Source: an optimization exercise on an open RTL-to-GDS flow (aim: small area). Production flows keep margins and buffers that such runs may drop. At most, simulation tests tie the RTL to the original design; equivalence was not proved. For run 3, only the layout was checked, not whether the RTL still works. Power is estimated from default activity; no workload was simulated.

==> flow/design.v <==
package cnn_dim_pkg;
    localparam int CONV_DIM    = 8;
    localparam int NUM_LANES   = 4;
    localparam int POOL_DIM    = CONV_DIM / 2;
    localparam int POOL_WORDS  = POOL_DIM * POOL_DIM;
    localparam int NUM_CLASSES = 10;
    localparam int ACC_W  = 18;
    localparam int DATA_W = 16;
    localparam int PIX_W   = $clog2(CONV_DIM);
    localparam int POOL_AW = $clog2(POOL_WORDS);
    localparam int CLASS_W = $clog2(NUM_CLASSES);
    localparam int LANE_W  = $clog2(NUM_LANES);
    localparam int LANE_ACC_W  = NUM_LANES * ACC_W;
    localparam int LANE_DATA_W = NUM_LANES * DATA_W;
    localparam int BEAT_W = 1 + LANE_ACC_W;
    localparam int FMAP_WR_W = 1 + POOL_AW + LANE_DATA_W;
endpackage
package cnn_ctrl_pkg;
    localparam logic [1:0] CONV_PROCESS = 2'd0;
    localparam logic [1:0] FC_PROCESS   = 2'd1;
    localparam logic [1:0] CLASSIFY     = 2'd2;
    localparam int BIAS_AW = 4;
    localparam logic [BIAS_AW-1:0] BIAS_CONV_ADDR = 4'd0;
    localparam logic [BIAS_AW-1:0] BIAS_FC_BASE = 4'd1;
endpackage
`timescale 1ns/100ps
module rcv_sequencer
(
    input  logic                                clk,
    input  logic                                rst,
    input  logic                                mac_valid_i,
    output logic [cnn_ctrl_pkg::BIAS_AW-1:0]    bias_addr_o,
    output logic [1:0]                          bias_lane_o,
    output logic                                fc_o,
    output logic                                op_conv_o,
    output logic                                op_x_odd_o,
    output logic                                op_y_odd_o,
    output logic                                op_fc_o,
    output logic                                op_first_o,
    output logic [cnn_dim_pkg::CLASS_W-1:0]     op_class_o,
    output logic                                wr_en_o,
    output logic [cnn_dim_pkg::POOL_AW-1:0]     wr_addr_o,
    output logic                                digit_valid_o,
    output logic                                conv_phase_o
);
    logic [5:0] cnt;
    logic       fc;
    logic       cls;
    logic       conv;
    logic       fc_last;
    logic       op_conv;
    logic       op_fc;
    logic [2:0] dly;
    assign cls     = op_fc & ~fc;
    assign conv    = ~fc & ~cls;
    assign fc_last = fc & cnt[3] & cnt[0];
    always_ff @(posedge clk or posedge rst)
    begin
        if (rst)
        begin
            cnt     <= '0;
            fc      <= 1'b0;
            op_conv <= 1'b0;
            op_fc   <= 1'b0;
            dly     <= '0;
        end
        else
        begin
            if (mac_valid_i & ~cls)
            begin
                cnt <= fc_last ? 6'd0 : cnt + 6'd1;
            end
            if (mac_valid_i & conv & (&cnt))
            begin
                fc <= 1'b1;
            end
            else if (mac_valid_i & fc_last)
            begin
                fc <= 1'b0;
            end
            op_conv <= mac_valid_i & conv;
            op_fc   <= mac_valid_i & fc;
            dly     <= {~dly[0] & (dly[2] | cls), dly[2:1]};
        end
    end
    assign op_conv_o  = op_conv;
    assign op_x_odd_o = ~cnt[0];
    assign op_y_odd_o = cnt[3] ^ ~(cnt[2] | cnt[1] | cnt[0]);
    assign op_fc_o    = op_fc;
    assign op_first_o = fc & (cnt[3:0] == 4'd1);
    assign op_class_o = cls ? 4'd9 : cnt[3:0] - 4'd1;
    assign wr_en_o   = op_conv & op_x_odd_o & op_y_odd_o;
    assign wr_addr_o = {cnt[5] ^ ~(cnt[4] | cnt[3]), cnt[4] ^ ~cnt[3], cnt[2] ^ ~cnt[1], ~cnt[1]};
    assign digit_valid_o = dly[0] & ~dly[1];
    assign conv_phase_o  = conv;
    assign fc_o          = fc;
    assign bias_addr_o = {2'b00, fc & (cnt[3] | cnt[2]), fc & ~cnt[2]};
    assign bias_lane_o = cnt[1:0] & {2{fc}};
endmodule
`timescale 1ns/100ps
module bias_relu_pool
#(
    parameter bit FC_LANE = 1'b0
)
(
    input  logic                              clk,
    input  logic [cnn_dim_pkg::DATA_W-1:0]    acc_i,
    input  logic [cnn_dim_pkg::DATA_W-1:0]    bias_i,
    input  logic                              fc_i,
    input  logic                              op_conv_i,
    input  logic                              op_x_odd_i,
    input  logic                              op_y_odd_i,
    input  logic                              best_load_i,
    output logic [cnn_dim_pkg::DATA_W-1:0]    score_o,
    output logic [cnn_dim_pkg::DATA_W-1:0]    best_o,
    output logic [cnn_dim_pkg::DATA_W-1:0]    wr_data_o
);
    localparam int DW = cnn_dim_pkg::DATA_W;
    logic [DW-1:0] s;
    logic          s_co;
    logic [DW-1:0] pix;
    logic [DW-1:0] s_q;
    logic [DW:0]   addend;
    logic [DW:0]   sum;
    logic          sum_co;
    logic [DW:0]   e0;
    logic [DW-1:0] e1;
    logic [DW-1:0] e2;
    logic [DW-1:0] e3;
    rca #(.W(DW)) u_bias_add (.a(acc_i), .b(bias_i), .s(s), .co(s_co));
    always_ff @(posedge clk)
    begin
        s_q <= s;
    end
    generate
        if (FC_LANE)
        begin : g_fc
            assign pix = {~op_conv_i & s_q[DW-1], s_q[DW-2:0] & {(DW-1){~op_conv_i | ~s_q[DW-1]}}};
        end
        else
        begin : g_conv
            assign pix = {1'b0, s_q[DW-2:0] & {(DW-1){~s_q[DW-1]}}};
        end
    endgenerate
    assign addend = (op_conv_i & (op_x_odd_i | op_y_odd_i)) ? e0 : '0;
    rca #(.W(DW+1)) u_win_add (.a(addend), .b((DW+1)'(pix)), .s(sum), .co(sum_co));
    always_ff @(posedge clk)
    begin
        if (op_conv_i)
        begin
            e0 <= op_x_odd_i ? {1'b0, e1} : sum;
        end
        if (op_conv_i & op_x_odd_i)
        begin
            e1 <= e2;
            e2 <= e3;
        end
        if ((op_conv_i & op_x_odd_i) | best_load_i)
        begin
            e3 <= sum[DW-1:0];
        end
    end
    assign score_o   = s_q;
    assign best_o    = e3;
    assign wr_data_o = {1'b0, sum[DW:2]};
endmodule
module rca
#(
    parameter int W = 16
)
(
    input  logic [W-1:0] a,
    input  logic [W-1:0] b,
    output logic [W-1:0] s,
    output logic         co
);
    logic [W:0] c;
    assign c[0] = 1'b0;
    genvar i;
    generate
        for (i = 0; i < W; i++)
        begin : g_bit
            assign s[i]   = a[i] ^ b[i] ^ c[i];
            assign c[i+1] = (a[i] & b[i]) | (c[i] & (a[i] ^ b[i]));
        end
    endgenerate
    assign co = c[W];
endmodule
`timescale 1ns/100ps
module score_argmax
(
    input  logic                                clk,
    input  logic                                op_fc_i,
    input  logic                                op_first_i,
    input  logic [cnn_dim_pkg::CLASS_W-1:0]     op_class_i,
    input  logic [cnn_dim_pkg::DATA_W-1:0]      score_i,
    input  logic [cnn_dim_pkg::DATA_W-1:0]      best_i,
    output logic                                load_o,
    output logic [cnn_dim_pkg::CLASS_W-1:0]     digit_o
);
    assign load_o = op_fc_i & (op_first_i | ($signed(score_i) >= $signed(best_i)));
    always_ff @(posedge clk)
    begin
        if (load_o)
        begin
            digit_o <= op_class_i;
        end
    end
endmodule
`timescale 1ns/100ps
module cnn_receiver
(
    input  logic                                   clk,
    input  logic                                   rst,
    input  logic [cnn_dim_pkg::BEAT_W-1:0]         mac_i,
    input  logic [cnn_dim_pkg::LANE_DATA_W-1:0]    bias_q_i,
    output logic [cnn_ctrl_pkg::BIAS_AW-1:0]       bias_addr_o,
    output logic [cnn_dim_pkg::FMAP_WR_W-1:0]      fmap_wr_o,
    output logic                                   conv_phase_o,
    output logic [cnn_dim_pkg::CLASS_W-1:0]        digit_o,
    output logic                                   digit_valid_o
);
    localparam int DW = cnn_dim_pkg::DATA_W;
    localparam int AW = cnn_dim_pkg::ACC_W;
    logic                                mac_valid;
    logic [1:0]                          bias_lane;
    logic                                fc;
    logic                                op_conv;
    logic                                op_x_odd;
    logic                                op_y_odd;
    logic                                op_fc;
    logic                                op_first;
    logic [cnn_dim_pkg::CLASS_W-1:0]     op_class;
    logic                                wr_en;
    logic [cnn_dim_pkg::POOL_AW-1:0]     wr_addr;
    logic [cnn_dim_pkg::LANE_DATA_W-1:0] wr_data;
    logic [DW-1:0]                       bias0;
    logic [DW-1:0]                       score;
    logic [DW-1:0]                       best;
    logic                                best_load;
    assign mac_valid = mac_i[cnn_dim_pkg::BEAT_W-1];
    rcv_sequencer u_seq
    (
        .clk           (clk),
        .rst           (rst),
        .mac_valid_i   (mac_valid),
        .bias_addr_o   (bias_addr_o),
        .bias_lane_o   (bias_lane),
        .fc_o          (fc),
        .op_conv_o     (op_conv),
        .op_x_odd_o    (op_x_odd),
        .op_y_odd_o    (op_y_odd),
        .op_fc_o       (op_fc),
        .op_first_o    (op_first),
        .op_class_o    (op_class),
        .wr_en_o       (wr_en),
        .wr_addr_o     (wr_addr),
        .digit_valid_o (digit_valid_o),
        .conv_phase_o  (conv_phase_o)
    );
    assign bias0 = bias_q_i[bias_lane*DW +: DW];
    genvar k;
    generate
        for (k = 0; k < cnn_dim_pkg::NUM_LANES; k++)
        begin : g_lane
            logic [DW-1:0] sc;
            logic [DW-1:0] b;
            if (k == 0)
            begin : g_l0
                bias_relu_pool #(.FC_LANE(1'b1)) u_lane
                (
                    .clk         (clk),
                    .acc_i       (mac_i[k*AW +: DW]),
                    .bias_i      (bias0),
                    .fc_i        (fc),
                    .op_conv_i   (op_conv),
                    .op_x_odd_i  (op_x_odd),
                    .op_y_odd_i  (op_y_odd),
                    .best_load_i (best_load),
                    .score_o     (score),
                    .best_o      (best),
                    .wr_data_o   (wr_data[k*DW +: DW])
                );
            end
            else
            begin : g_ln
                bias_relu_pool #(.FC_LANE(1'b0)) u_lane
                (
                    .clk         (clk),
                    .acc_i       (mac_i[k*AW +: DW]),
                    .bias_i      (bias_q_i[k*DW +: DW]),
                    .fc_i        (1'b0),
                    .op_conv_i   (op_conv),
                    .op_x_odd_i  (op_x_odd),
                    .op_y_odd_i  (op_y_odd),
                    .best_load_i (1'b0),
                    .score_o     (sc),
                    .best_o      (b),
                    .wr_data_o   (wr_data[k*DW +: DW])
                );
            end
        end
    endgenerate
    score_argmax u_argmax
    (
        .clk        (clk),
        .op_fc_i    (op_fc),
        .op_first_i (op_first),
        .op_class_i (op_class),
        .score_i    (score),
        .best_i     (best),
        .load_o     (best_load),
        .digit_o    (digit_o)
    );
    assign fmap_wr_o = {wr_en, wr_addr, wr_data};
endmodule
==> flow/run.sh <==
#!/bin/bash
# synth_recipe.tcl (not shown) runs the flow's synth.tcl, then flattens the netlist and writes it again
# the make line also repeats each setting of config.mk as NAME=value (left out here)
make -C /OpenROAD-flow-scripts/flow DESIGN_CONFIG=/design/flow/config.mk WORK_HOME=/design/flow/orfs CLKGATE_MAP_FILE= SYNTH_SCRIPT=/design/flow/synth_recipe.tcl finish
==> flow/config.mk <==
export PLATFORM = sky130hd
export DESIGN_NAME = cnn_receiver
export DESIGN_NICKNAME = cnn_receiver
export VERILOG_FILES = /design/flow/design.v
export SDC_FILE = /design/flow/constraint.sdc
export NUM_CORES = 4
export LEC_CHECK = 0
export CAP_MARGIN = 20
export CORE_MARGIN = 2
export CORE_UTILIZATION = 40
export SLEW_MARGIN = 20
==> flow/constraint.sdc <==
create_clock -name core_clock -period 10.0 [get_ports {clk}]
set_input_delay 2.0000 -clock core_clock [delete_from_list [all_inputs] [get_ports {clk}]]
set_output_delay 2.0000 -clock core_clock [all_outputs]
set_load 0.01 [all_outputs]
==> impl_metrics.csv, run 1 <==
group,metric,value,unit
setup_path,r2r_start,"u_seq.cnt[0]",
logic_synthesis,yosys-top-cells-count,"edfxtp_1 (264), fa_1 (113), inv_1 (85)",
setup_path,critical_path_arrival,7.73,ns
logic_synthesis,yosys_warnings,4,
logic_synthesis,async_reset_ff_frac,0.0353,
clock_network,insertion_delay,0.53,ns
logic_synthesis,synth-edff-count,264,
detailed_routing,viasPerCell,4.66,
detailed_routing,ant_nets,0,
place,placed_area,0.0179,mm2
global_route,grt_max_degree,72,
sta,final-setup-viol-count,0,
setup_path,cp-endpoint,"fmap_wr_o[12]",
setup_path,cp_cell_sequence,"a21boi_4 > buf_4 > buf_8 > and2_1 > ha_1 > inv_1 > fa_1 > fa_1 > fa_1 > inv_1 > fa_1 > fa_2 > fa_1 > fa_1 > fa_1 > fa_1 > fa_1 > fa_1 > fa_1 > fa_1 > fa_1 > clkdlybuf4s50_1",
logic_synthesis,yosysTopAreaCell,"edfxtp_1",
setup_path,reg2reg_depth,23,
final_layout,layout-drive-gt1-share,0.143,
detailed_routing,vias,8234,
sta,period_share,0.973,
sta,whs,0.384,ns
global_route,antenna_found_initial,2,
detailed_routing,drc,0,
setup_path,startpoint_type,"register",
setup_path,critPathCaptureType,"output pin",
final_layout,fin_util,0.498,
logic_synthesis,synthFlopType,"edfxtp_1",
logic_synthesis,yosysTopAreaCellShare,0.505,
floorplanning,rows,72,
logic_synthesis,yosysSeqAreaShare,0.606,
setup_path,critPathLaunch,"u_seq.op_conv",
sta,maxSlewViolCount,0,
clock_network,cts-root-buf,"clkbuf_16",
power_and_ir_drop,finalPower,6.02,mW
clock_network,post_cts_buffers,0,
floorplanning,die_w,202,um
clock_network,cts_buffers,39,
setup_path,slowest_stage,"fa_1",
final_layout,antennaDiodeCount,0,
final_layout,area_growth,22.8,%
global_route,grt_pass1_wl,55100,um
logic_synthesis,ys_types,44,
clock_network,cts.sinks,340,
floorplanning,core-area,0.0386,mm2
final_layout,num-nets-final,1504,
logic_synthesis,syn-cell-area,0.0157,mm2
power_and_ir_drop,ir_drop,0.159,mV
worst_hold_path,hold_path_class,"reg2reg",
logic_synthesis,ys_seq_elements,340,
sta,hold_viol,0,
final_layout,fin_cells,1766,
logic_synthesis,postSynthAreaPerCell,15.0,um2
floorplanning,initial_utilization,0.406,
floorplanning,die_h,202,um
sta,skew,0.0141,ns
setup_path,rrSetupSlack,1.94,ns
place,place_inst,1695,
setup_path,r2r-end,"g_lane[0].g_l0.u_lane.s_q[15]",
place,pre_cts_ws,-0.0765,ns
setup_path,worstSetupPathType,"reg2out",
floorplanning,pin_count,218,
setup_path,cp_common_cell,"fa_1",
clock_network,postCtsHoldBufs,0,
sta,fmax,103,MHz
sta,final.setup.worst_slack,0.269,ns
detailed_routing,drt_wl_total,35500,um
global_route,overflow,0,
final_layout,postLayoutCellArea,0.0193,mm2
power_and_ir_drop,p_per_area,312,mW/mm2
place,portBuffers,203,
clock_network,cts.clk_slew.worst_paths,0.06,ns
setup_path,worstPathRequired,8.00,ns
logic_synthesis,ys_top_cells_by_area,"edfxtp_1 (51%), fa_1 (14%), dfxtp_1 (8.2%)",
global_route,grt.total_usage,0.181,
clock_network,cts_tree,"done",
final_layout,nFillCells,3360,
clock_network,h-tree-depth,2,
floorplanning,die-area,0.0408,mm2
setup_path,cp_max_fo,21,
place,hpwl,25500,um
detailed_routing,wl_per_cell,20.1,um
sta,layout_min_cycle_time,9.73,ns
sta,rsz0062_at_grt,"false",
power_and_ir_drop,p_leak,7.40,nW
clock_network,clockBufferDepth,3,
logic_synthesis,synthCells,1047,
detailed_routing,drtIter0Drc,405,
place,place_congestion,0.794,
sta,relSlewSlack,0.376,
sta,tightest_slew,0.936,ns
sta,fin_setup_tns,0,ns
global_route,grt_pass1_vias,8962,
job,cap_viol_max_count,0,
outcome,status,"complete, no violations",
detailed_routing,firstDrtPassIters,5,
logic_synthesis,yosysMostFrequentCell,"edfxtp_1",
setup_path,slowest_delay,0.62,ns
[where the power goes]
part / leakage, nW / total, mW / internal (mW) / switching [mW]
Combinational: 3.59 / 2.26 / 1.05 / 1.21
Clock: 0.619 / 1.40 / 0.848 / 0.555
Sequential: 3.19 / 2.36 / 2.21 / 0.149
[sequential cells by signal, summed over array words and instances, names as in the netlist, 3 cells and up]
signal / flops
g_lane.g_l0.u_lane.e0: 17
g_lane.g_l0.u_lane.e1: 16
g_lane.g_l0.u_lane.e2: 16
g_lane.g_l0.u_lane.e3: 16
g_lane.g_l0.u_lane.s_q: 16
g_lane.g_ln.u_lane.e0: 51
g_lane.g_ln.u_lane.e1: 48
g_lane.g_ln.u_lane.e2: 48
g_lane.g_ln.u_lane.e3: 48
g_lane.g_ln.u_lane.s_q: 48
u_argmax.digit_o: 4
u_seq.cnt: 6
u_seq.dly: 3
[worst max-delay path: cells and delay by family (launching register included)]
kind	cells	cell delay (ns)
adder cells (fa/ha/maj)	15	5.30
AND/OR/NAND/NOR	1	0.17
buffers and inverters	5	1.10
AO/OA/AOI/OAI	1	0.16
flip-flops	1	0.46
[what timing repair did]
item                                    in CTS  in global routing
pin swaps                                    2                  0
resized for setup                           25                 27
endpoints found under the setup margin      11                 11
[layout by cell type, fill, tap and decap left out, types with 2 or more instances in the layout]
master / synthesis / layout
clkbuf_16: 0 / 41
nand4_1: 4 / 4
nand2_1: 58 / 58
clkinv_1: 0 / 5
o21a_1: 2 / 2
nor2_1: 21 / 21
and2_1: 75 / 75
a31oi_1: 2 / 2
a211oi_1: 2 / 2
fa_2: 0 / 18
clkbuf_1: 18 / 12
xor2_1: 4 / 4
dlygate4sd2_1: 0 / 5
conb_1: 1 / 6
fa_1: 113 / 95
inv_1: 85 / 85
a21oi_1: 19 / 19
dfrtp_1: 12 / 10
dfrtp_4: 0 / 2
o21ai_0: 18 / 18
nand2b_1: 7 / 7
clkdlybuf4s50_1: 0 / 192
nand3_1: 15 / 15
nor2b_1: 45 / 45
o211ai_1: 4 / 4
clkinv_2: 0 / 3
clkbuf_2: 0 / 3
ha_1: 34 / 33
xnor2_1: 15 / 11
buf_4: 67 / 20
bufinv_16: 0 / 2
nor3_1: 2 / 2
mux2_2: 68 / 68
edfxtp_1: 264 / 264
xnor2_2: 0 / 3
clkbuf_8: 0 / 6
dfxtp_1: 64 / 64
[worst min-delay path by stage]
stage / startpoint / to / slack [ns] / cells past startpoint
4_1_cts: u_seq.dly[2] / u_seq.dly[1] / 0.39 / 0
5_1_grt: u_seq.dly[2] / u_seq.dly[1] / 0.41 / 0
2_1_floorplan: u_seq.dly[1] / u_seq.dly[0] / 0.35 / 0
3_3_place_gp: u_seq.dly[2] / u_seq.dly[1] / 0.37 / 0
6_report: u_seq.dly[2] / u_seq.dly[1] / 0.38 / 0
3_5_place_dp: u_seq.dly[1] / u_seq.dly[0] / 0.37 / 0
[area by class of cell]
cell class	count	area [um2]	share of cell area
Timing Repair Buffer	223	2160	0.112
Multi-Input combinational cell	529	5340	0.278
Clock buffer	59	1150	0.0599
Sequential cell	340	9520	0.494
Tap cell	518	648	0.0337
Inverter	85	319	0.0166
Clock inverter	12	111	0.00578
[logic make-up (layout without fill, tap and decap cells)]
kind of cell,Yosys count,after routing,synth area share
flip-flops,340,340,0.606
AND/OR/NAND/NOR,233,233,0.0799
buffers and inverters,183,379,0.0611
adder cells (fa/ha/maj),147,147,0.171
multiplexers,68,68,0.0488
AO/OA/AOI/OAI,56,56,0.0217
XOR/XNOR,19,19,0.0106
other,1,6,0.000239
[routing by layer]
| layer | GRT usage | wire length [um] | up-vias |
|---|---|---|---|
| met4 | 0.0572 | 969 | 2 |
| li1 | - | - | 3817 |
| met5 | 0 | 13 | - |
| met3 | 0.0287 | 1550 | 50 |
| met2 | 0.281 | 16500 | 202 |
| met1 | 0.262 | 16500 | 4163 |
==> inputs of run 2 (changes only) <==
--- a/flow/config.mk
+++ b/flow/config.mk
@@ -8,4 +8,5 @@
 export CAP_MARGIN = 20
 export CORE_MARGIN = 2
 export CORE_UTILIZATION = 40
+export CTS_BUF_LIST = sky130_fd_sc_hd__clkbuf_4
 export SLEW_MARGIN = 20
==> impl_metrics.csv, run 2 <==
group,metric,value,unit
sta,final.setup.worst_slack,0.299,ns
detailed_routing,wl_per_cell,19.3,um
final_layout,nFillCells,3416,
setup_path,crit_family,"adder cells",
place,place_inst,1695,
place,hpwl,25500,um
detailed_routing,drtIter0Drc,470,
global_route,grt_pass1_vias,9425,
floorplanning,initial_utilization,0.406,
place,placed_area,0.0179,mm2
floorplanning,rows,72,
floorplanning,die_w,202,um
logic_synthesis,synth-edff-count,264,
floorplanning,die_h,202,um
sta,layout_min_cycle_time,9.70,ns
logic_synthesis,ys_top_cells_by_area,"edfxtp_1 (51%), fa_1 (14%), dfxtp_1 (8.2%)",
setup_path,critical_path_arrival,7.70,ns
logic_synthesis,yosys-top-cells-count,"edfxtp_1 (264), fa_1 (113), inv_1 (85)",
detailed_routing,ant_nets,0,
clock_network,cts_buffers,90,
logic_synthesis,async_reset_ff_frac,0.0353,
final_layout,area_growth,22.7,%
logic_synthesis,syn-cell-area,0.0157,mm2
final_layout,final_common_cell,"edfxtp_1",
final_layout,num-nets-final,1555,
logic_synthesis,postSynthAreaPerCell,15.0,um2
clock_network,cts.sinks,340,
final_layout,fin_util,0.498,
logic_synthesis,yosys_warnings,4,
clock_network,cts.clk_slew.worst_paths,0.06,ns
logic_synthesis,yosysTopAreaCellShare,0.505,
logic_synthesis,yosysSeqAreaShare,0.606,
clock_network,cts_tree,"done",
floorplanning,pin_count,218,
worst_hold_path,hold_path_class,"reg2reg",
sta,period_share,0.970,
place,place_congestion,0.794,
final_layout,regMostFlops,"g_lane.g_ln.u_lane.e0",
detailed_routing,drt_wl_total,36100,um
sta,hold_viol,0,
setup_path,cp_max_fo,21,
clock_network,h-tree-depth,3,
final_layout,layout-drive-gt1-share,0.219,
global_route,antenna_found_initial,5,
setup_path,path_buf_inv,5,
setup_path,slowest_delay,0.57,ns
outcome,status,"complete, no violations",
detailed_routing,firstDrtPassIters,5,
setup_path,cp_cell_sequence,"a21boi_4 > buf_6 > buf_8 > and2_1 > ha_1 > inv_1 > fa_1 > fa_2 > fa_1 > inv_1 > fa_2 > fa_2 > fa_1 > fa_2 > fa_1 > fa_2 > fa_1 > fa_1 > fa_1 > fa_2 > fa_2 > fa_2 > clkdlybuf4s15_2",
logic_synthesis,ys_types,44,
sta,final-setup-viol-count,0,
final_layout,seqCellArea,0.00952,mm2
setup_path,critPathCaptureType,"output pin",
global_route,overflow,0,
power_and_ir_drop,p_per_area,306,mW/mm2
global_route,grt_pass1_wl,56000,um
final_layout,final_cell_mix,"edfxtp_1 (264), clkdlybuf4s50_1 (191), clkbuf_4 (146)",
logic_synthesis,synthFlopType,"edfxtp_1",
detailed_routing,drc,0,
setup_path,worstPathRequired,8.00,ns
floorplanning,die-area,0.0408,mm2
setup_path,worstSetupPathType,"reg2out",
sta,maxSlewViolCount,0,
place,pre_cts_ws,-0.0765,ns
logic_synthesis,ys_seq_elements,340,
detailed_routing,viasPerCell,4.61,
clock_network,clockBufferDepth,3,
logic_synthesis,yosysMostFrequentCell,"edfxtp_1",
job,cap_viol_max_count,0,
sta,fmax,103,MHz
logic_synthesis,synthCells,1047,
logic_synthesis,yosysTopAreaCell,"edfxtp_1",
global_route,grt_max_degree,72,
place,portBuffers,203,
final_layout,largest_reg_flops,51,
setup_path,slowest_stage,"fa_2",
sta,relSlewSlack,0.386,
floorplanning,core-area,0.0386,mm2
final_layout,multi_input_area,0.00538,mm2
final_layout,postLayoutCellArea,0.0192,mm2
detailed_routing,vias,8592,
global_route,grt.total_usage,0.185,
sta,tightest_slew,0.921,ns
sta,skew,0.0401,ns
final_layout,fin_cells,1864,
power_and_ir_drop,ir_drop,0.161,mV
clock_network,insertion_delay,0.75,ns
clock_network,postCtsHoldBufs,0,
power_and_ir_drop,p_leak,7.47,nW
setup_path,cp_common_cell,"fa_2",
clock_network,cts-root-buf,"clkbuf_4",
setup_path,startpoint_type,"register",
run 2: changes by cell type in the layout (fill, tap and decap cells not counted), moves of 3 or more:
| cell | delta |
|---|---|
| fa_1 | -15 |
| clkinv_1 | +10 |
| diode_2 | +3 |
| clkbuf_1 | -12 |
| inv_2 | +3 |
| clkbuf_4 | +146 |
| clkbuf_8 | -6 |
| clkbuf_16 | -41 |
| dlygate4sd2_1 | -3 |
| clkinv_2 | -3 |
| fa_2 | +15 |
run 2: worst paths after layout:
kind | slack (ns) | startpoint | cells after the start | end
setup / recovery | 0.30 | u_seq.op_conv | 23 | fmap_wr_o[13]
hold / removal | 0.37 | u_seq.dly[2] | 0 | u_seq.dly[1]
setup reg to reg | 1.94 | u_seq.cnt[0] | 23 | g_lane[0].g_l0.u_lane.s_q[15]
hold reg to reg | 0.37 | u_seq.dly[2] | 0 | u_seq.dly[1]
max in group asynchronous | 8.01 | rst | 2 | u_seq.cnt[0]
min in group asynchronous | 1.61 | rst | 2 | u_seq.op_fc
run 2: area by class of cell:
type                    instances  share of cell area
clock buffers                 146              0.0570
clock inverters                20             0.00546
inverters                      85              0.0166
diodes                          3            0.000390
well taps                     518              0.0337
multi-input cells             529               0.280
repair buffers                223               0.113
flip-flops and latches        340               0.495
run 2: cell families (layout without fill, tap and decap cells):
family / count (synthesis) / after routing / synth area share
buffers and inverters: 183 / 474 / 0.0611
muxes: 68 / 68 / 0.0488
adders and majority gates: 147 / 147 / 0.171
other: 1 / 9 / 0.000239
AOI/OAI and AO/OA: 56 / 56 / 0.0217
DFF: 340 / 340 / 0.606
and+or+nand+nor: 233 / 233 / 0.0799
xor gates and xnor gates: 19 / 19 / 0.0106
run 2: timing repair:
item	in CTS	in global routing
endpoints found under the setup margin	14	12
gates resized for setup	52	25
pin swaps	4	5
buffers inserted	0	0
run 2: report_power, final:
group,switching [mW],internal (mW)
sequential,0.149,2.21
combinational,1.21,1.06
clock,0.570,0.684
run 2: routing by layer:
layer / up-vias / share of wire / global-route usage
met1: 4298 / 0.46 / 0.256
met4: 4 / 0.032 / 0.0764
met3: 58 / 0.050 / 0.0455
met5: - / 0.00075 / 0
li1: 3987 / - / -
met2: 245 / 0.46 / 0.278
run 2: per-stage QoR:
step | TNS, ns | power (mW) | hold WS, ns
after floorplan | 0 | 3.83 | 0.354
after global placement | -0.0653 | 4.62 | 0.366
after detailed placement | -0.0765 | 4.66 | 0.369
after CTS | 0 | 5.98 | 0.366
after global routing | -0.0193 | 6.30 | 0.398
final | 0 | 5.88 | 0.373
==> inputs of run 3 (changes only) <==
--- a/flow/design.v
+++ b/flow/design.v
@@ -119,7 +119,7 @@
     logic [DW-1:0] s;
     logic          s_co;
     logic [DW-1:0] pix;
-    logic [DW-1:0] s_q;
+    logic [DW-1:0] pix_q;
     logic [DW:0]   addend;
     logic [DW:0]   sum;
     logic          sum_co;
@@ -128,22 +128,22 @@
     logic [DW-1:0] e2;
     logic [DW-1:0] e3;
     rca #(.W(DW)) u_bias_add (.a(acc_i), .b(bias_i), .s(s), .co(s_co));
-    always_ff @(posedge clk)
-    begin
-        s_q <= s;
-    end
     generate
         if (FC_LANE)
         begin : g_fc
-            assign pix = {~op_conv_i & s_q[DW-1], s_q[DW-2:0] & {(DW-1){~op_conv_i | ~s_q[DW-1]}}};
+            assign pix = {fc_i & s[DW-1], s[DW-2:0] & {(DW-1){fc_i | ~s[DW-1]}}};
         end
         else
         begin : g_conv
-            assign pix = {1'b0, s_q[DW-2:0] & {(DW-1){~s_q[DW-1]}}};
+            assign pix = {1'b0, s[DW-2:0] & {(DW-1){~s[DW-1]}}};
         end
     endgenerate
+    always_ff @(posedge clk)
+    begin
+        pix_q <= pix;
+    end
     assign addend = (op_conv_i & (op_x_odd_i | op_y_odd_i)) ? e0 : '0;
-    rca #(.W(DW+1)) u_win_add (.a(addend), .b((DW+1)'(pix)), .s(sum), .co(sum_co));
+    rca #(.W(DW+1)) u_win_add (.a(addend), .b((DW+1)'(pix_q)), .s(sum), .co(sum_co));
     always_ff @(posedge clk)
     begin
         if (op_conv_i)
@@ -160,7 +160,7 @@
             e3 <= sum[DW-1:0];
         end
     end
-    assign score_o   = s_q;
+    assign score_o   = pix_q;
     assign best_o    = e3;
     assign wr_data_o = {1'b0, sum[DW:2]};
 endmodule
--- a/flow/config.mk
+++ b/flow/config.mk
@@ -8,5 +8,4 @@
 export CAP_MARGIN = 20
 export CORE_MARGIN = 2
 export CORE_UTILIZATION = 40
-export CTS_BUF_LIST = sky130_fd_sc_hd__clkbuf_4
 export SLEW_MARGIN = 20
==> impl_metrics.csv, run 3 <==
group,metric,value,unit
final_layout,num-nets-final,1583,
clock_network,cts.sinks,337,
global_route,grt_pass1_vias,9293,
global_route,antenna_found_initial,2,
logic_synthesis,yosysMostFrequentCell,"edfxtp_1",
final_layout,nFillCells,3302,
clock_network,insertion_delay,0.53,ns
setup_path,worstSetupPathType,"reg2out",
logic_synthesis,ys_top_cells_by_area,"edfxtp_1 (50%), fa_1 (14%), dfxtp_1 (7.7%)",
clock_network,clockBufferDepth,3,
detailed_routing,drtIter0Drc,422,
worst_hold_path,hp-start,"u_seq.dly[2]",
setup_path,reg2reg_depth,29,
detailed_routing,vias,8599,
clock_network,cts_tree,"done",
power_and_ir_drop,p_leak,7.72,nW
logic_synthesis,async_reset_ff_frac,0.0356,
logic_synthesis,ys_types,41,
sta,maxSlewViolCount,0,
final_layout,regMostFlops,"g_lane.g_ln.u_lane.e0",
setup_path,cp_max_fo,8,
floorplanning,die_w,203,um
logic_synthesis,postSynthAreaPerCell,14.0,um2
final_layout,layout-drive-gt1-share,0.137,
sta,relSlewSlack,0.282,
sta,hold_viol,0,
power_and_ir_drop,p_per_area,299,mW/mm2
sta,final.setup.worst_slack,0.299,ns
floorplanning,die-area,0.0411,mm2
clock_network,h-tree-depth,2,
setup_path,cp_cell_sequence,"a21boi_4 > buf_4 > and2_1 > ha_1 > inv_1 > fa_2 > fa_1 > inv_1 > fa_2 > fa_2 > fa_1 > fa_1 > fa_1 > fa_2 > fa_2 > fa_2 > fa_1 > fa_1 > inv_1 > fa_1 > inv_1 > fa_1 > ha_1 > dlygate4sd2_1",
detailed_routing,drt_wl_total,35900,um
place,place_congestion,0.860,
setup_path,critical_path_arrival,7.70,ns
place,portBuffers,203,
logic_synthesis,yosysTopAreaCell,"edfxtp_1",
logic_synthesis,syn-cell-area,0.0158,mm2
setup_path,r2r-end,"g_lane[0].g_l0.u_lane.pix_q[0]",
sta,fmax,103,MHz
final_layout,final_common_cell,"edfxtp_1",
worst_hold_path,holdPathEnd,"u_seq.dly[1]",
detailed_routing,ant_nets,0,
power_and_ir_drop,ir_drop,0.242,mV
final_layout,fin_util,0.503,
setup_path,cp_common_cell,"fa_1",
clock_network,post_cts_buffers,0,
global_route,grt_max_degree,179,
worst_hold_path,hold-path-cell-count,0,
setup_path,slowest_delay,0.47,ns
sta,period_share,0.970,
sta,final-setup-viol-count,0,
setup_path,path_buf_inv,6,
setup_path,critPathCaptureType,"output pin",
logic_synthesis,synthFlopType,"edfxtp_1",
detailed_routing,firstDrtPassIters,4,
place,placed_area,0.0181,mm2
final_layout,postLayoutCellArea,0.0195,mm2
setup_path,crit_family,"adder cells",
logic_synthesis,yosysTopAreaCellShare,0.502,
final_layout,final_cell_mix,"edfxtp_1 (264), clkdlybuf4s50_1 (192), inv_1 (163)",
sta,skew,0.0122,ns
sta,layout_min_cycle_time,9.70,ns
floorplanning,rows,72,
place,pre_cts_ws,-0.108,ns
clock_network,cts_buffers,38,
floorplanning,pin_count,218,
clock_network,cts.clk_slew.worst_paths,0.06,ns
job,cap_viol_max_count,0,
logic_synthesis,yosys_warnings,4,
logic_synthesis,synthCells,1127,
floorplanning,die_h,203,um
place,place_inst,1774,
place,hpwl,25400,um
setup_path,slowest_stage,"dfrtp_4",
logic_synthesis,yosys-top-cells-count,"edfxtp_1 (264), inv_1 (163), fa_1 (113)",
setup_path,r2r_start,"u_seq.cnt[0]",
detailed_routing,viasPerCell,4.66,
worst_hold_path,hold_path_class,"reg2reg",
floorplanning,core-area,0.0388,mm2
floorplanning,initial_utilization,0.407,
global_route,grt.total_usage,0.179,
setup_path,startpoint_type,"register",
setup_path,rrSetupSlack,1.40,ns
global_route,overflow,0,
setup_path,worstPathRequired,8.00,ns
logic_synthesis,ys_seq_elements,337,
final_layout,fin_cells,1845,
detailed_routing,drc,0,
setup_path,crit_cells,24,
global_route,grt_pass1_wl,55200,um
logic_synthesis,yosysSeqAreaShare,0.598,
outcome,status,"complete, no violations",
sta,tightest_slew,1.08,ns
logic_synthesis,synth-edff-count,264,
detailed_routing,wl_per_cell,19.5,um
final_layout,largest_reg_flops,51,
power_and_ir_drop,finalPower,5.84,mW
final_layout,area_growth,23.5,%
clock_network,cts-root-buf,"clkbuf_16",
## run 3: power by group
| group | switching [mW] | internal, mW |
|---|---|---|
| sequential | 0.150 | 2.16 |
| clock | 0.546 | 0.899 |
| combinational | 1.11 | 0.972 |
| total | 1.81 | 4.03 |
## run 3: stage by stage
| step | hold WS, ns | setup TNS (ns) |
|---|---|---|
| finish | 0.380 | 0 |
| global route | 0.401 | -0.00616 |
| CTS | 0.382 | 0 |
| detailed placement | 0.369 | -0.110 |
| global placement | 0.363 | -0.103 |
| floorplan | 0.354 | 0 |
## run 3: layer usage
layer  track usage  wire length, um
met1         0.252            16600
met2         0.275            16400
met3        0.0276             1290
met4        0.0852             1590
met5             0                0
## run 3: cells by family (layout without fill, tap and decap cells)
kind of cell,count (synthesis),after routing,share of synthesized area
adder cells (fa/ha/maj),148,148,0.171
other,1,8,0.000237
buffers and inverters,263,456,0.0800
multiplexers,59,59,0.0420
AO/OA/AOI/OAI,61,61,0.0252
flip-flops,337,337,0.598
XOR/XNOR,20,20,0.0111
AND/OR/NAND/NOR,238,238,0.0729
## run 3: worst max path at each step
| stage | startpoint | to | slack [ns] |
|---|---|---|---|
| after global routing | u_seq.op_conv | fmap_wr_o[62] | -0.006 |
| after floorplan | u_seq.op_conv | fmap_wr_o[46] | 0.11 |
| after detailed placement | u_seq.op_conv | fmap_wr_o[46] | -0.11 |
| after CTS | u_seq.op_conv | fmap_wr_o[29] | 0.006 |
| final | u_seq.op_conv | fmap_wr_o[61] | 0.30 |
| after global placement | u_seq.op_conv | fmap_wr_o[46] | -0.10 |
## run 3: area by class of cell
| type | count | area, um2 | share of cell area |
|---|---|---|---|
| Tap cell | 518 | 648 | 0.0332 |
| Sequential cell | 337 | 9460 | 0.484 |
| Clock inverter | 18 | 219 | 0.0112 |
| Multi-Input combinational cell | 532 | 5260 | 0.269 |
| Inverter | 163 | 612 | 0.0313 |
| Antenna cell | 2 | 5.00 | 0.000256 |
| Clock buffer | 51 | 1090 | 0.0561 |
| Timing Repair Buffer | 224 | 2230 | 0.114 |
## run 3: worst register-to-register path, delay by kind of cell (launching register included)
family	cells	cell delay, ns
adders and majority gates	15	5.19
buffers and inverters	7	1.84
DFF	1	0.42
AOI/OAI and AO/OA	2	0.37
and+or+nand+nor	3	0.34
xor gates and xnor gates	2	0.33
## run 3: timing repair
| item | CTS | global route |
|---|---|---|
| resized for setup | 34 | 19 |
| cloned | 0 | 0 |
| pin swaps | 4 | 3 |
| setup endpoints to repair | 12 | 11 |
| hold buffers | 0 | 0 |
==> inputs of run 4 (changes only) <==
--- a/flow/design.v
+++ b/flow/design.v
@@ -50,6 +50,7 @@
     logic       fc_last;
     logic       op_conv;
     logic       op_fc;
+    logic [1:0] lane;
     logic [2:0] dly;
     assign cls     = op_fc & ~fc;
     assign conv    = ~fc & ~cls;
@@ -63,6 +64,7 @@
             op_conv <= 1'b0;
             op_fc   <= 1'b0;
             dly     <= '0;
+            lane    <= '0;
         end
         else
         begin
@@ -70,6 +72,10 @@
             begin
                 cnt <= fc_last ? 6'd0 : cnt + 6'd1;
             end
+            if (mac_valid_i & fc)
+            begin
+                lane <= fc_last ? 2'd0 : lane + 2'd1;
+            end
             if (mac_valid_i & conv & (&cnt))
             begin
                 fc <= 1'b1;
@@ -95,7 +101,7 @@
     assign conv_phase_o  = conv;
     assign fc_o          = fc;
     assign bias_addr_o = {2'b00, fc & (cnt[3] | cnt[2]), fc & ~cnt[2]};
-    assign bias_lane_o = cnt[1:0] & {2{fc}};
+    assign bias_lane_o = lane;
 endmodule
 `timescale 1ns/100ps
 module bias_relu_pool
@@ -119,7 +125,7 @@
     logic [DW-1:0] s;
     logic          s_co;
     logic [DW-1:0] pix;
-    logic [DW-1:0] pix_q;
+    logic [DW-1:0] s_q;
     logic [DW:0]   addend;
     logic [DW:0]   sum;
     logic          sum_co;
@@ -128,22 +134,22 @@
     logic [DW-1:0] e2;
     logic [DW-1:0] e3;
     rca #(.W(DW)) u_bias_add (.a(acc_i), .b(bias_i), .s(s), .co(s_co));
+    always_ff @(posedge clk)
+    begin
+        s_q <= s;
+    end
     generate
         if (FC_LANE)
         begin : g_fc
-            assign pix = {fc_i & s[DW-1], s[DW-2:0] & {(DW-1){fc_i | ~s[DW-1]}}};
+            assign pix = {~op_conv_i & s_q[DW-1], s_q[DW-2:0] & {(DW-1){~op_conv_i | ~s_q[DW-1]}}};
         end
         else
         begin : g_conv
-            assign pix = {1'b0, s[DW-2:0] & {(DW-1){~s[DW-1]}}};
+            assign pix = {1'b0, s_q[DW-2:0] & {(DW-1){~s_q[DW-1]}}};
         end
     endgenerate
-    always_ff @(posedge clk)
-    begin
-        pix_q <= pix;
-    end
     assign addend = (op_conv_i & (op_x_odd_i | op_y_odd_i)) ? e0 : '0;
-    rca #(.W(DW+1)) u_win_add (.a(addend), .b((DW+1)'(pix_q)), .s(sum), .co(sum_co));
+    rca #(.W(DW+1)) u_win_add (.a(addend), .b((DW+1)'(pix)), .s(sum), .co(sum_co));
     always_ff @(posedge clk)
     begin
         if (op_conv_i)
@@ -160,7 +166,7 @@
             e3 <= sum[DW-1:0];
         end
     end
-    assign score_o   = pix_q;
+    assign score_o   = s_q;
     assign best_o    = e3;
     assign wr_data_o = {1'b0, sum[DW:2]};
 endmodule
@@ -198,7 +204,20 @@
     output logic                                load_o,
     output logic [cnn_dim_pkg::CLASS_W-1:0]     digit_o
 );
-    assign load_o = op_fc_i & (op_first_i | ($signed(score_i) >= $signed(best_i)));
+    logic [cnn_dim_pkg::DATA_W:0]   ge_c;
+    logic [cnn_dim_pkg::DATA_W-1:0] ge_a;
+    logic [cnn_dim_pkg::DATA_W-1:0] ge_b;
+    assign ge_a    = {~score_i[cnn_dim_pkg::DATA_W-1], score_i[cnn_dim_pkg::DATA_W-2:0]};
+    assign ge_b    = {best_i[cnn_dim_pkg::DATA_W-1], ~best_i[cnn_dim_pkg::DATA_W-2:0]};
+    assign ge_c[0] = 1'b1;
+    genvar i;
+    generate
+        for (i = 0; i < cnn_dim_pkg::DATA_W; i++)
+        begin : g_ge
+            assign ge_c[i+1] = (ge_a[i] & ge_b[i]) | (ge_c[i] & (ge_a[i] | ge_b[i]));
+        end
+    endgenerate
+    assign load_o = op_fc_i & (op_first_i | ge_c[cnn_dim_pkg::DATA_W]);
     always_ff @(posedge clk)
     begin
         if (load_o)
--- a/flow/config.mk
+++ b/flow/config.mk
@@ -8,4 +8,6 @@
 export CAP_MARGIN = 20
 export CORE_MARGIN = 2
 export CORE_UTILIZATION = 40
+export CTS_CLUSTER_DIAMETER = 100
+export CTS_CLUSTER_SIZE = 30
 export SLEW_MARGIN = 20
==> impl_metrics.csv, run 4 <==
group,metric,value,unit
outcome,status,"complete, no violations",
logic_synthesis,yosys-top-cells-count,"edfxtp_1 (264), fa_1 (113), and2_1 (73), buf_4 (73), dfxtp_1 (64)",
logic_synthesis,yosysSeqAreaShare,0.619,
sta,hold_viol,0,
floorplanning,core-area,0.0378,mm2
logic_synthesis,ys_top_cells_by_area,"edfxtp_1 (51%), fa_1 (15%), dfxtp_1 (8.3%)",
sta,fin_setup_tns,0,ns
global_route,antenna_found_initial,1,
logic_synthesis,synthFlopType,"edfxtp_1",
floorplanning,die-area,0.0402,mm2
logic_synthesis,async_reset_ff_frac,0.0409,
floorplanning,pin_count,218,
final_layout,antennaDiodeCount,0,
setup_path,critical_path_arrival,7.74,ns
logic_synthesis,yosysTopAreaCell,"edfxtp_1",
final_layout,regMostFlops,"g_lane.g_ln.u_lane.e0",
final_layout,postLayoutCellArea,0.0182,mm2
power_and_ir_drop,p_leak,6.69,nW
job,cap_viol_max_count,0,
worst_hold_path,hold_path_class,"reg2reg",
power_and_ir_drop,ir_drop,0.204,mV
detailed_routing,drtIter0Drc,586,
logic_synthesis,yosysMostFrequentCell,"edfxtp_1",
clock_network,cts_tree,"done",
logic_synthesis,syn-cell-area,0.0154,mm2
setup_path,worstSetupPathType,"reg2out",
final_layout,final_cell_mix,"edfxtp_1 (264), clkdlybuf4s50_1 (196), fa_1 (111)",
setup_path,startpoint_type,"register",
sta,period_share,0.974,
clock_network,cts.sinks,342,
place,place_congestion,0.769,
sta,relSlewSlack,0.376,
floorplanning,die_h,201,um
sta,fmax,103,MHz
detailed_routing,firstDrtPassIters,5,
final_layout,nFillCells,3331,
floorplanning,rows,71,
logic_synthesis,synthCells,946,
clock_network,cts_buffers,16,
sta,final-setup-viol-count,0,
global_route,overflow,0,
setup_path,worstPathRequired,8.00,ns
logic_synthesis,synth-edff-count,264,
place,hpwl,24600,um
sta,maxSlewViolCount,0,
final_layout,largest_reg_flops,51,
logic_synthesis,yosys_warnings,4,
sta,rsz0062_at_grt,"false",
global_route,grt_max_degree,72,
floorplanning,die_w,201,um
final_layout,area_growth,17.8,%
global_route,grt_pass1_vias,8248,
sta,tightest_slew,0.936,ns
final_layout,fin_util,0.481,
logic_synthesis,ys_seq_elements,342,
clock_network,cts-root-buf,"clkbuf_16",
logic_synthesis,yosysTopAreaCellShare,0.513,
clock_network,insertion_delay,0.52,ns
detailed_routing,viasPerCell,4.72,
place,portBuffers,203,
detailed_routing,vias,7630,
power_and_ir_drop,p_per_area,291,mW/mm2
sta,skew,0.0411,ns
setup_path,critPathCaptureType,"output pin",
logic_synthesis,ys_types,48,
detailed_routing,drc,0,
logic_synthesis,postSynthAreaPerCell,16.3,um2
clock_network,cts-resized-gates,7,
clock_network,cts.clk_slew.worst_paths,0.12,ns
detailed_routing,wl_per_cell,20.5,um
clock_network,clockBufferDepth,3,
global_route,grt.total_usage,0.166,
final_layout,layout-drive-gt1-share,0.118,
sta,layout_min_cycle_time,9.74,ns
detailed_routing,drt_wl_total,33100,um
final_layout,num-nets-final,1366,
setup_path,cp_max_fo,14,
final_layout,final_common_cell,"edfxtp_1",
clock_network,postCtsHoldBufs,0,
clock_network,h-tree-depth,1,
place,placed_area,0.0177,mm2
floorplanning,initial_utilization,0.408,
global_route,grt_pass1_wl,50500,um
detailed_routing,ant_nets,0,
clock_network,post_cts_buffers,0,
[run 4: changes by cell type after synthesis, sizes merged, moves of 15 or more]
cell	before	now
nor2	85	23
a31oi	15	0
nand2	55	21
nor2b	18	52
inv	163	52
ha	35	18
mux4	0	16
[run 4: cell families after synthesis]
| group | count (synthesis) | share of synthesized area |
|---|---|---|
| DFF | 342 | 0.619 |
| xor gates and xnor gates | 21 | 0.0119 |
| muxes | 73 | 0.0649 |
| buffers and inverters | 147 | 0.0547 |
| AOI/OAI and AO/OA | 33 | 0.0144 |
| other | 1 | 0.000243 |
| adders and majority gates | 133 | 0.162 |
| and+or+nand+nor | 196 | 0.0727 |
[run 4: metal layers]
metal / GRT usage / vias to the layer above / part of all wire
met2: 0.282 / 176 / 0.50
met3: 0.0276 / 22 / 0.049
met4: 0.0228 / 2 / 0.0097
met1: 0.231 / 3965 / 0.44
met5: 0 / - / 0.00048
li1: - / 3465 / -
[run 4: critical path, stage by stage (launching register included)]
cell,delay [ns]
dfrtp_4,0.50
a21boi_4,0.20
and2_1,0.20
ha_1,0.18
inv_1,0.06
fa_1,0.18
fa_1,0.18
inv_1,0.05
fa_1,0.40
fa_1,0.41
fa_1,0.40
fa_1,0.42
fa_1,0.41
fa_1,0.42
fa_1,0.44
fa_1,0.41
fa_1,0.39
fa_1,0.40
fa_1,0.39
fa_1,0.58
clkdlybuf4s50_1,0.58
[run 4: final cells by class]
| type | instances | area (um2) | share of cell area |
|---|---|---|---|
| tap | 511 | 639 | 0.0351 |
| multi-input combinational | 462 | 5110 | 0.281 |
| clock inverter | 3 | 57.6 | 0.00316 |
| inverter | 53 | 199 | 0.0109 |
| clock buffer | 25 | 455 | 0.0250 |
| timing repair buffer | 221 | 2170 | 0.119 |
| sequential | 342 | 9570 | 0.526 |
[run 4: where the power goes]
part / internal, mW / switching, mW / total, mW
logic: 1.02 / 1.15 / 2.17
registers: 2.18 / 0.162 / 2.35
clock network: 0.332 / 0.450 / 0.782
total: 3.54 / 1.76 / 5.30
[run 4: worst paths after layout]
kind	depth (start not counted)	startpoint	slack, ns	end
max	20	u_seq.op_conv	0.26	fmap_wr_o[28]
min	0	u_seq.dly[2]	0.39	u_seq.dly[1]
max reg2reg	19	u_seq.lane[0]	2.43	g_lane[0].g_l0.u_lane.s_q[15]
min reg2reg	0	u_seq.dly[2]	0.39	u_seq.dly[1]
max in group asynchronous	2	rst	7.78	u_seq.op_conv
min in group asynchronous	2	rst	1.81	u_seq.cnt[5]
[run 4: metrics by stage]
stage	power [mW]	setup slack (ns)	hold slack (ns)	instances
floorplan	3.79	0.128	0.354	951
global placement	4.55	0.454	0.364	1589
detailed placement	4.59	0.437	0.363	1589
CTS	5.39	0.0107	0.391	1617
global route	5.64	0.0227	0.399	1617
finish	5.30	0.257	0.387	1617
==> inputs of run 5 (changes only) <==
--- a/flow/config.mk
+++ b/flow/config.mk
@@ -9,5 +9,5 @@
 export CORE_MARGIN = 2
 export CORE_UTILIZATION = 40
 export CTS_CLUSTER_DIAMETER = 100
-export CTS_CLUSTER_SIZE = 30
+export CTS_CLUSTER_SIZE = 25
 export SLEW_MARGIN = 20
==> impl_metrics.csv, run 5 <==
group,metric,value,unit
logic_synthesis,synthCells,946,
outcome,status,"complete, no violations",
clock_network,h-tree-depth,1,
sta,period_share,0.974,
final_layout,largest_reg_flops,51,
setup_path,rrSetupSlack,2.43,ns
detailed_routing,firstDrtPassIters,5,
clock_network,insertion_delay,0.51,ns
global_route,grt_pass1_vias,8246,
logic_synthesis,postSynthAreaPerCell,16.3,um2
logic_synthesis,yosysTopAreaCellShare,0.513,
logic_synthesis,synth-edff-count,264,
clock_network,cts-root-buf,"clkbuf_16",
clock_network,postCtsHoldBufs,0,
sta,relSlewSlack,0.379,
final_layout,layout-drive-gt1-share,0.116,
detailed_routing,wl_per_cell,20.5,um
logic_synthesis,yosys-top-cells-count,"edfxtp_1 (264), fa_1 (113), and2_1 (73), buf_4 (73), dfxtp_1 (64)",
clock_network,cts.sinks,342,
clock_network,post_cts_buffers,0,
final_layout,postLayoutCellArea,0.0182,mm2
logic_synthesis,ys_seq_elements,342,
logic_synthesis,ys_types,48,
sta,fin_setup_tns,0,ns
detailed_routing,viasPerCell,4.70,
setup_path,worstPathRequired,8.00,ns
global_route,grt_max_degree,72,
logic_synthesis,synthFlopType,"edfxtp_1",
worst_hold_path,hold_path_class,"reg2reg",
place,hpwl,24600,um
setup_path,worstSetupPathType,"reg2out",
final_layout,antennaDiodeCount,0,
detailed_routing,drc,0,
global_route,grt.total_usage,0.166,
clock_network,cts_tree,"done",
final_layout,num-nets-final,1367,
logic_synthesis,yosysTopAreaCell,"edfxtp_1",
global_route,antenna_found_initial,1,
place,place_congestion,0.769,
final_layout,final_common_cell,"edfxtp_1",
sta,final-setup-viol-count,0,
detailed_routing,vias,7610,
power_and_ir_drop,ir_drop,0.145,mV
detailed_routing,drt_wl_total,33200,um
sta,hold_viol,0,
setup_path,critical_path_arrival,7.74,ns
job,cap_viol_max_count,0,
setup_path,critPathCaptureType,"output pin",
logic_synthesis,yosysMostFrequentCell,"edfxtp_1",
setup_path,cp_max_fo,14,
clock_network,cts.clk_slew.worst_paths,0.10,ns
sta,fmax,103,MHz
detailed_routing,ant_nets,0,
clock_network,clockBufferDepth,3,
final_layout,final_cell_mix,"edfxtp_1 (264), clkdlybuf4s50_1 (196), fa_1 (111)",
final_layout,area_growth,17.8,%
setup_path,startpoint_type,"register",
sta,maxSlewViolCount,0,
floorplanning,initial_utilization,0.408,
place,placed_area,0.0177,mm2
floorplanning,core-area,0.0378,mm2
logic_synthesis,async_reset_ff_frac,0.0409,
detailed_routing,drtIter0Drc,497,
power_and_ir_drop,finalPower,5.32,mW
final_layout,fin_util,0.481,
sta,tightest_slew,0.931,ns
final_layout,regMostFlops,"g_lane.g_ln.u_lane.e0",
clock_network,cts_buffers,17,
floorplanning,rows,71,
floorplanning,pin_count,218,
floorplanning,die-area,0.0402,mm2
logic_synthesis,yosysSeqAreaShare,0.619,
place,portBuffers,203,
worst_hold_path,hold-path-cell-count,0,
sta,skew,0.0133,ns
global_route,overflow,0,
floorplanning,die_w,201,um
logic_synthesis,ys_top_cells_by_area,"edfxtp_1 (51%), fa_1 (15%), dfxtp_1 (8.3%)",
global_route,grt_pass1_wl,50500,um
power_and_ir_drop,p_leak,6.69,nW
sta,layout_min_cycle_time,9.74,ns
setup_path,reg2reg_depth,19,
logic_synthesis,syn-cell-area,0.0154,mm2
logic_synthesis,yosys_warnings,4,
sta,rsz0062_at_grt,"false",
power_and_ir_drop,p_per_area,292,mW/mm2
floorplanning,die_h,201,um
[run 5: logic make-up (layout without fill, tap and decap cells)]
logic type | Yosys count | after routing | share of synthesized area
DFF | 342 | 342 | 0.619
and+or+nand+nor | 196 | 196 | 0.0727
buffers and inverters | 147 | 303 | 0.0547
adders and majority gates | 133 | 133 | 0.162
muxes | 73 | 73 | 0.0649
AOI/OAI and AO/OA | 33 | 33 | 0.0144
xor gates and xnor gates | 21 | 21 | 0.0119
other | 1 | 6 | 0.000243
[run 5: critical path: stages, from the launching register on]
cell and delay [ns]:
dfrtp_4 0.50, a21boi_4 0.20, and2_1 0.20, ha_1 0.18, inv_1 0.06, fa_1 0.18
fa_1 0.18, inv_1 0.05, fa_1 0.40, fa_1 0.41, fa_1 0.40, fa_1 0.42
fa_1 0.41, fa_1 0.41, fa_1 0.44, fa_1 0.41, fa_1 0.39, fa_1 0.40
fa_1 0.39, fa_1 0.45, ha_1 0.22, xnor2_1 0.19, clkdlybuf4s15_1 0.32
[run 5: path summary, 6_finish.rpt]
check,startpoint,endpoint
worst min-delay path,u_seq.dly[2],u_seq.dly[1]
worst min register to register,u_seq.dly[2],u_seq.dly[1]
max in group asynchronous,rst,u_seq.op_conv
worst max-delay path,u_seq.op_conv,fmap_wr_o[30]
min in group asynchronous,rst,u_seq.lane[0]
worst max register to register,u_seq.lane[0],g_lane[0].g_l0.u_lane.s_q[15]
[run 5: layout make-up]
type	count	area (um2)
multi-input combinational	462	5110
tap	511	639
fill	3327	19600
timing repair buffer	221	2170
clock buffer	28	488
clock inverter	1	30.0
inverter	53	199
sequential	342	9570
[run 5: per-layer routing]
metal  GRT usage  part of all wire  vias up
met5           0           0.00048        -
met4      0.0230             0.010        2
met3      0.0318             0.053       23
met2       0.282              0.50      176
met1       0.229              0.44     3936
li1            -                 -     3473
[run 5: report_power, final]
part / total, mW / internal, mW / switching (mW)
logic: 2.17 / 1.02 / 1.15
registers: 2.35 / 2.18 / 0.163
clock network: 0.796 / 0.365 / 0.431
[run 5: metrics by stage]
step	std cells	worst slack [ns]	hold slack, ns
2_1_floorplan	951	0.128	0.354
3_3_place_gp	1589	0.454	0.364
3_5_place_dp	1589	0.437	0.363
4_1_cts	1618	0.00422	0.385
5_1_grt	1618	0.0131	0.394
6_report	1618	0.259	0.383
[run 5: repair_timing]
action	CTS	global route
endpoints found under the hold margin	0	0
setup endpoints to repair	5	6
gates cloned	0	0
pin swaps	0	0
gates resized for setup	6	7
==> inputs of run 6 (changes only) <==
--- a/flow/config.mk
+++ b/flow/config.mk
@@ -8,6 +8,6 @@
 export CAP_MARGIN = 20
 export CORE_MARGIN = 2
 export CORE_UTILIZATION = 40
-export CTS_CLUSTER_DIAMETER = 100
-export CTS_CLUSTER_SIZE = 25
+export CTS_CLUSTER_DIAMETER = 50
+export CTS_CLUSTER_SIZE = 35
 export SLEW_MARGIN = 20
==> impl_metrics.csv, run 6 <==
group,metric,value,unit
detailed_routing,wl_per_cell,20.2,um
global_route,grt_pass1_wl,51500,um
final_layout,final_cell_mix,"edfxtp_1 (264), clkdlybuf4s50_1 (196), fa_1 (111)",
setup_path,cp_common_cell,"fa_1",
power_and_ir_drop,p_per_area,314,mW/mm2
clock_network,cts.clk_slew.worst_paths,0.06,ns
worst_hold_path,hold_path_class,"reg2reg",
setup_path,slowest_delay,0.48,ns
global_route,grt_pass1_vias,8475,
setup_path,critPathCaptureType,"output pin",
logic_synthesis,synth_top_family_by_area,"adder cells",
place,pre_cts_ws,0.437,ns
detailed_routing,drtIter0Drc,517,
floorplanning,pin_count,218,
logic_synthesis,yosys_warnings,4,
place,portBuffers,203,
setup_path,crit_family,"adder cells",
clock_network,cts_buffers,38,
worst_hold_path,hp-start,"u_seq.dly[2]",
logic_synthesis,yosysTopAreaCellShare,0.513,
sta,maxSlewViolCount,0,
power_and_ir_drop,p_sw,1.96,mW
logic_synthesis,ys_types,48,
setup_path,critical_path_arrival,7.77,ns
logic_synthesis,ys_top_cells_by_area,"edfxtp_1 (51%), fa_1 (15%), dfxtp_1 (8.3%)",
clock_network,h-tree-depth,2,
floorplanning,die_h,201,um
global_route,antenna_found_initial,2,
floorplanning,initial_utilization,0.408,
floorplanning,die_w,201,um
setup_path,cp_max_fo,14,
logic_synthesis,muxShareOfSynthArea,0.0649,
detailed_routing,ant_nets,0,
logic_synthesis,async_reset_ff_frac,0.0409,
final_layout,fin_util,0.503,
logic_synthesis,synth_xor_area_frac,0.0119,
final_layout,fin_cells,1659,
logic_synthesis,synth_compound_area_frac,0.0144,
power_and_ir_drop,intPower,4.02,mW
final_layout,antennaDiodeCount,0,
final_layout,regMostFlops,"g_lane.g_ln.u_lane.e0",
power_and_ir_drop,power_switching_share,0.327,
logic_synthesis,syn-cell-area,0.0154,mm2
logic_synthesis,ys_seq_elements,342,
logic_synthesis,yosys-top-cells-count,"edfxtp_1 (264), fa_1 (113), and2_1 (73), buf_4 (73), dfxtp_1 (64)",
sta,rsz0062_at_grt,"false",
power_and_ir_drop,p_seq_frac,0.393,
final_layout,layout-drive-gt1-share,0.153,
logic_synthesis,synthAdderAreaFrac,0.162,
global_route,grt.total_usage,0.170,
sta,fin_setup_tns,0,ns
logic_synthesis,synth-edff-count,264,
global_route,grt_max_degree,72,
detailed_routing,drc,0,
power_and_ir_drop,p_leak,7.11,nW
power_and_ir_drop,power_frac_comb,0.363,
final_layout,final_common_cell,"edfxtp_1",
sta,final-setup-viol-count,0,
logic_synthesis,yosysMostFrequentCell,"edfxtp_1",
final_layout,area_growth,23.3,%
sta,skew,0.0180,ns
setup_path,startpoint_type,"register",
setup_path,path_buf_inv,3,
setup_path,slowest_stage,"dfrtp_4",
global_route,overflow,0,
power_and_ir_drop,ir_drop,0.127,mV
outcome,status,"complete, no violations",
place,place_inst,1589,
clock_network,insertion_delay,0.53,ns
sta,period_share,0.977,
detailed_routing,viasPerCell,4.71,
detailed_routing,vias,7821,
setup_path,cp_cell_sequence,"a21boi_4 > and2_1 > ha_1 > inv_1 > fa_1 > fa_1 > inv_1 > fa_1 > fa_1 > fa_1 > fa_1 > fa_1 > fa_1 > fa_1 > fa_1 > fa_1 > fa_1 > fa_1 > fa_1 > ha_1 > xnor2_1 > dlygate4sd2_1",
clock_network,clockBufferDepth,3,
logic_synthesis,yosysSeqAreaShare,0.619,
floorplanning,core-area,0.0378,mm2
sta,layout_min_cycle_time,9.77,ns
setup_path,r2r_start,"u_seq.lane[0]",
logic_synthesis,yosysTopAreaCell,"edfxtp_1",
logic_synthesis,yosys.area_share.simple,0.0727,
detailed_routing,firstDrtPassIters,5,
logic_synthesis,synthFlopType,"edfxtp_1",
logic_synthesis,synthCells,946,
power_and_ir_drop,clkPwrFrac,0.245,
floorplanning,rows,71,
clock_network,cts_tree,"done",
setup_path,worstSetupPathType,"reg2out",
final_layout,largest_reg_flops,51,
sta,tightest_slew,0.933,ns
place,hpwl,24600,um
job,cap_viol_max_count,0,
place,place_congestion,0.769,
floorplanning,die-area,0.0402,mm2
clock_network,cts.sinks,342,
sta,relSlewSlack,0.378,
sta,fmax,102,MHz
clock_network,post_cts_buffers,0,
logic_synthesis,postSynthAreaPerCell,16.3,um2
setup_path,worstPathRequired,8.00,ns
sta,whs,0.372,ns
final_layout,num-nets-final,1388,
detailed_routing,drt_wl_total,33600,um
setup_path,critPathLaunch,"u_seq.op_conv",
clock_network,cts-root-buf,"clkbuf_16",
sta,hold_viol,0,
sta,final.setup.worst_slack,0.233,ns
-- run 6: through the flow --
stage,total power [mW],area (um2)
floorplan,3.79,15500
global placement,4.55,17700
detailed placement,4.59,17700
CTS,6.08,19000
global route,6.34,19000
finish,5.98,19000
-- run 6: cell families (layout without fill, tap and decap cells) --
| kind of cell | Yosys count | in the layout |
|---|---|---|
| AOI/OAI and AO/OA | 33 | 33 |
| muxes | 73 | 73 |
| buffers and inverters | 147 | 344 |
| other | 1 | 6 |
| and+or+nand+nor | 196 | 196 |
| xor gates and xnor gates | 21 | 21 |
| adders and majority gates | 133 | 133 |
| DFF | 342 | 342 |
-- run 6: cell type report --
class                           count  area [um2]
Clock buffer                       46        1080
Clock inverter                     24         285
Fill cell                        3274       18800
Inverter                           53         199
Multi-Input combinational cell    462        5110
Sequential cell                   342        9570
Tap cell                          511         639
Timing Repair Buffer              221        2170
-- run 6: routing by layer --
layer | share of wire | global-route usage
met3 | 0.056 | 0.0369
met5 | 0.00039 | 0
met4 | 0.013 | 0.0323
met1 | 0.43 | 0.231
met2 | 0.50 | 0.283
-- run 6: repair_timing --
| item | 4_1_cts | 5_1_grt |
|---|---|---|
| hold buffers | 0 | 0 |
| hold endpoints to repair | 0 | 0 |
| resized for setup | 6 | 6 |
| endpoints found under the setup margin | 5 | 4 |
| gates cloned | 0 | 0 |
-- run 6: power by group through the flow --
stage | Combinational, mW | Clock (mW) | Sequential (mW)
3_5_place_dp | 2.21 | 0 | 2.38
3_3_place_gp | 2.18 | 0 | 2.37
6_report | 2.17 | 1.46 | 2.35
5_1_grt | 2.39 | 1.56 | 2.40
4_1_cts | 2.22 | 1.50 | 2.36
2_1_floorplan | 1.43 | 0 | 2.36
-- run 6: worst paths after layout --
kind                                                      end  slack, ns  cells past startpoint
worst max-delay path                            fmap_wr_o[30]       0.23                     22
worst min-delay path                             u_seq.dly[1]       0.37                      0
worst max register to register  g_lane[0].g_l0.u_lane.s_q[15]       2.46                     19
worst min register to register                   u_seq.dly[1]       0.37                      0
max in group asynchronous                       u_seq.op_conv       7.76                      2
min in group asynchronous                       u_seq.lane[1]       1.83                      2

port drivers added, routing unchanged:
How much do the figures lean on ideal ports? The routed layouts below were timed once more, with nothing changed but the port constraints. Step 1: set_driving_cell puts a clkbuf_16 on clk and a buf_2 on each other input, an assumption about the parent block. Step 2 times the ports against the registers' clock, not the clock port: input delays grow and output delays shrink by t, the midpoint of the rising clock arrivals with the driver on. Three values: no drivers, after step 1, after step 2; two values: the first two.
run	t (ns)	setup slack, ns	worst slew at a driven data input, ns
run 1	0.571	0.269 / 0.217 / 0.545	0.11
run 2	0.780	0.299 / 0.251 / 0.528	0.10
run 3	0.570	0.299 / 0.250 / 0.278	0.11
run 4	0.548	0.257 / 0.208 / 0.756	0.09
run 5	0.550	0.259 / 0.208 / 0.758	0.09
run 6	0.561	0.233 / 0.186 / 0.747	0.09
After both steps every run listed still meets setup and hold. For run 3, which loses most, drivers alone change the setup slack by -0.049 ns; drivers and shift together by -0.021 ns.
